Context: an optimization exercise on an open-source flow, tuned for small area, a short achievable clock period and few clock cycles per item. The choices shown serve that exercise and are no tape-out recipe.
At most, simulation tests tie the RTL to the original design; equivalence was not proved.

main:
==> module predicate_unit, before the edit <==
module predicate_unit
(
	input  logic [query_pkg::CFG_W-1:0]     cfg,
	input  logic [query_pkg::REC_W-1:0]     rec,
	output logic [query_pkg::NUM_CHUNK-1:0] eq,
	output logic [query_pkg::NUM_CHUNK-1:0] lt
);
	localparam int COL_W     = query_pkg::COL_W;
	localparam int NUM_PRED  = query_pkg::NUM_PRED;
	localparam int CHUNK_W   = query_pkg::CHUNK_W;
	localparam int NUM_CHUNK = query_pkg::NUM_CHUNK;
	logic [COL_W-1:0]            value;
	logic [query_pkg::SEL_W-1:0] col;
	logic [query_pkg::SEL_W-1:0] col_hi;
	logic [COL_W-1:0]            col_val;
	logic [NUM_CHUNK-1:0]        c_eq;
	logic [NUM_CHUNK-1:0]        c_lt;
	assign value  = cfg[0 +: COL_W];
	assign col    = cfg[COL_W +: query_pkg::SEL_W];
	assign col_hi = {col[2], ~cfg[COL_W + query_pkg::SEL_W + 3 +: 2]};
	assign col_val = {rec[col_hi*COL_W + COL_W/2 +: COL_W/2], rec[col*COL_W +: COL_W/2]};
	for (genvar k = 0; k < NUM_CHUNK; k++)
	begin : g_chunk
		assign c_eq[k] = (col_val[k*CHUNK_W +: CHUNK_W] == value[k*CHUNK_W +: CHUNK_W]);
		assign c_lt[k] = (col_val[k*CHUNK_W +: CHUNK_W] <  value[k*CHUNK_W +: CHUNK_W]);
	end
	assign lt = c_lt;
	assign eq = c_eq;
endmodule
==> module match_lookup, before the edit <==
module match_lookup
(
	input  logic                                              clk,
	input  logic                                              rst,
	input  logic                                              in_valid,
	input  logic                                              in_last,
	input  logic [query_pkg::NUM_PRED*query_pkg::NUM_CHUNK-1:0] eq,
	input  logic [query_pkg::NUM_PRED*query_pkg::NUM_CHUNK-1:0] lt,
	input  logic [query_pkg::NUM_PRED*query_pkg::CFG_W-1:0]   cfgs,
	input  logic [query_pkg::TABLE_W-1:0]                     table_bits,
	output logic                                              match_valid,
	output logic                                              match,
	output logic                                              query_done
);
	localparam int NUM_PRED  = query_pkg::NUM_PRED;
	localparam int NUM_CHUNK = query_pkg::NUM_CHUNK;
	localparam int CFG_W     = query_pkg::CFG_W;
	localparam int FLAG_LSB  = query_pkg::COL_W + query_pkg::SEL_W;
	localparam int LO_W  = 2;
	localparam int NUM_HI = 2 ** (NUM_PRED - LO_W);
	logic [NUM_PRED-1:0]        hits;
	logic [NUM_HI-1:0]          part;
	logic [NUM_HI-1:0]          part_r;
	logic [NUM_PRED-LO_W-1:0]   hi_r;
	logic                       valid_r;
	logic                       last_r;
	always_comb
	begin
		for (int p = 0; p < NUM_PRED; p++)
		begin
			logic r;
			r = (cfgs[p*CFG_W + FLAG_LSB + 1] & lt[p*NUM_CHUNK]) | (cfgs[p*CFG_W + FLAG_LSB] & eq[p*NUM_CHUNK]);
			for (int k = 1; k < NUM_CHUNK; k++)
				r = (cfgs[p*CFG_W + FLAG_LSB + 1] & lt[p*NUM_CHUNK + k]) | (eq[p*NUM_CHUNK + k] & r);
			hits[p] = r ^ cfgs[p*CFG_W + FLAG_LSB + 2];
		end
	end
	always_comb
	begin
		for (int j = 0; j < NUM_HI; j++)
			part[j] = table_bits[j*(2**LO_W) + hits[LO_W-1:0]];
	end
	always_ff @(posedge clk or negedge rst)
	begin
		if (!rst)
		begin
			valid_r     <= 1'b0;
			last_r      <= 1'b0;
			match_valid <= 1'b0;
			query_done  <= 1'b0;
		end
		else
		begin
			valid_r     <= in_valid;
			last_r      <= in_last;
			match_valid <= valid_r;
			query_done  <= valid_r && last_r;
		end
	end
	always_ff @(posedge clk)
	begin
		part_r <= part;
		hi_r   <= hits[NUM_PRED-1:LO_W];
		match  <= part_r[hi_r];
	end
endmodule
clock: 6.0 ns
lec_check: 0
cap_margin: 20
core_margin: 2
core_utilization: 40
setup_slack_margin: 3.6
slew_margin: 20
tns_end_percent: 1
standard.sh (not shown) runs the stock make flow with config.mk's settings and CLKGATE_MAP_FILE= SYNTH_SCRIPT=/design/flow/synth_recipe.tcl, a recipe that flattens the netlist after the stock synthesis.
==> flow/flow/run.sh <==
#!/bin/bash
# The standard layout (the standard.sh: standard synthesis, floorplan, place, CTS, route),
# with one change: the port buffers that placement inserts are plain buffers
# (sky130_fd_sc_hd__buf_1) rather than the delay cells buffer_ports picks by default.
# Every port still gets its own buffer. make's full output goes to standard.log; each
# ORFS step's own log is under orfs/logs/.
set -euo pipefail
export BUFFER_PORTS_ARGS="-buffer_cell sky130_fd_sc_hd__buf_1"
bash standard.sh > standard.log 2>&1
The inputs of the feature branch differ from those of main as listed below.
--- a/flow/design.v
+++ b/flow/design.v
@@ -37,12 +37,16 @@
 	localparam int NUM_CHUNK = query_pkg::NUM_CHUNK;
 	logic [COL_W-1:0]            value;
 	logic [query_pkg::SEL_W-1:0] col;
+	logic                        use_eq;
+	logic                        use_lt;
 	logic [query_pkg::SEL_W-1:0] col_hi;
 	logic [COL_W-1:0]            col_val;
 	logic [NUM_CHUNK-1:0]        c_eq;
 	logic [NUM_CHUNK-1:0]        c_lt;
 	assign value  = cfg[0 +: COL_W];
 	assign col    = cfg[COL_W +: query_pkg::SEL_W];
+	assign use_eq = cfg[COL_W + query_pkg::SEL_W];
+	assign use_lt = cfg[COL_W + query_pkg::SEL_W + 1];
 	assign col_hi = {col[2], ~cfg[COL_W + query_pkg::SEL_W + 3 +: 2]};
 	assign col_val = {rec[col_hi*COL_W + COL_W/2 +: COL_W/2], rec[col*COL_W +: COL_W/2]};
 	for (genvar k = 0; k < NUM_CHUNK; k++)
@@ -50,8 +54,8 @@
 		assign c_eq[k] = (col_val[k*CHUNK_W +: CHUNK_W] == value[k*CHUNK_W +: CHUNK_W]);
 		assign c_lt[k] = (col_val[k*CHUNK_W +: CHUNK_W] <  value[k*CHUNK_W +: CHUNK_W]);
 	end
-	assign lt = c_lt;
-	assign eq = c_eq;
+	assign lt = {c_lt[NUM_CHUNK-1:1], (use_lt & c_lt[0]) | (use_eq & c_eq[0])};
+	assign eq = {c_eq[NUM_CHUNK-1:1], 1'b0};
 endmodule
 `timescale 1ns/1ps
 module match_lookup
@@ -85,7 +89,7 @@
 		for (int p = 0; p < NUM_PRED; p++)
 		begin
 			logic r;
-			r = (cfgs[p*CFG_W + FLAG_LSB + 1] & lt[p*NUM_CHUNK]) | (cfgs[p*CFG_W + FLAG_LSB] & eq[p*NUM_CHUNK]);
+			r = lt[p*NUM_CHUNK];
 			for (int k = 1; k < NUM_CHUNK; k++)
 				r = (cfgs[p*CFG_W + FLAG_LSB + 1] & lt[p*NUM_CHUNK + k]) | (eq[p*NUM_CHUNK + k] & r);
 			hits[p] = r ^ cfgs[p*CFG_W + FLAG_LSB + 2];
--- outcome ---
Post-synth net total in the feature branch vs main: down 227. On the feature branch: die area is 2.0% lower than what main gave. Relative to main, the peak supply drop of the feature branch is higher by about 17%. Looking only at final design utilization, and setting everything else aside, the higher value of main and the feature branch goes to main. Post-layout instance count excluding filler cells is higher on main. Relative to main, the number of post-CTS setup repair buffers measured on the feature branch has decreased by more than 10%. In the feature branch relative to main, inverter count of the layout excluding clock inverters had gone down by a few percent. Against main, the final cell area of the feature branch is lower. Across both runs, number of global-route vias before repair was lower for the feature branch than for main. main → the feature branch: total placed cells including tap cells went down, post-cts resize count went up.
Testbench counts of the feature branch, summed over its fixed seeds: cycles 14,439, items 13,240.
For main, only the layout was checked, not whether the RTL still works.

==> what the ideal ports hide <==
The flow's constraints put no driver on any port. The routed layouts listed below were extracted and timed again, unchanged, in two steps.
Step 1 assumes that a clkbuf_16 drives the clock port and a buf_2 every other input.
Step 2 times the ports against the registers' clock, not the clock port: input delays grow and output delays shrink by t, the midpoint of the rising clock arrivals with the driver on.
Slacks: ideal ports / drivers / drivers and shift; pairs: ideal ports / drivers.
| run | t (ns) | setup WS [ns] | worst slew at a driven data input, ns |
|---|---|---|---|
| main | 0.744 | 3.462 / 3.453 / 2.710 | 0.20 |
| the feature branch | 0.782 | 3.376 / 3.376 / 2.671 | 0.17 |
After both steps setup and hold are still met in every run listed. The setup slack of main, which loses most, moves by -0.009 ns with the drivers and by -0.752 ns with both steps.
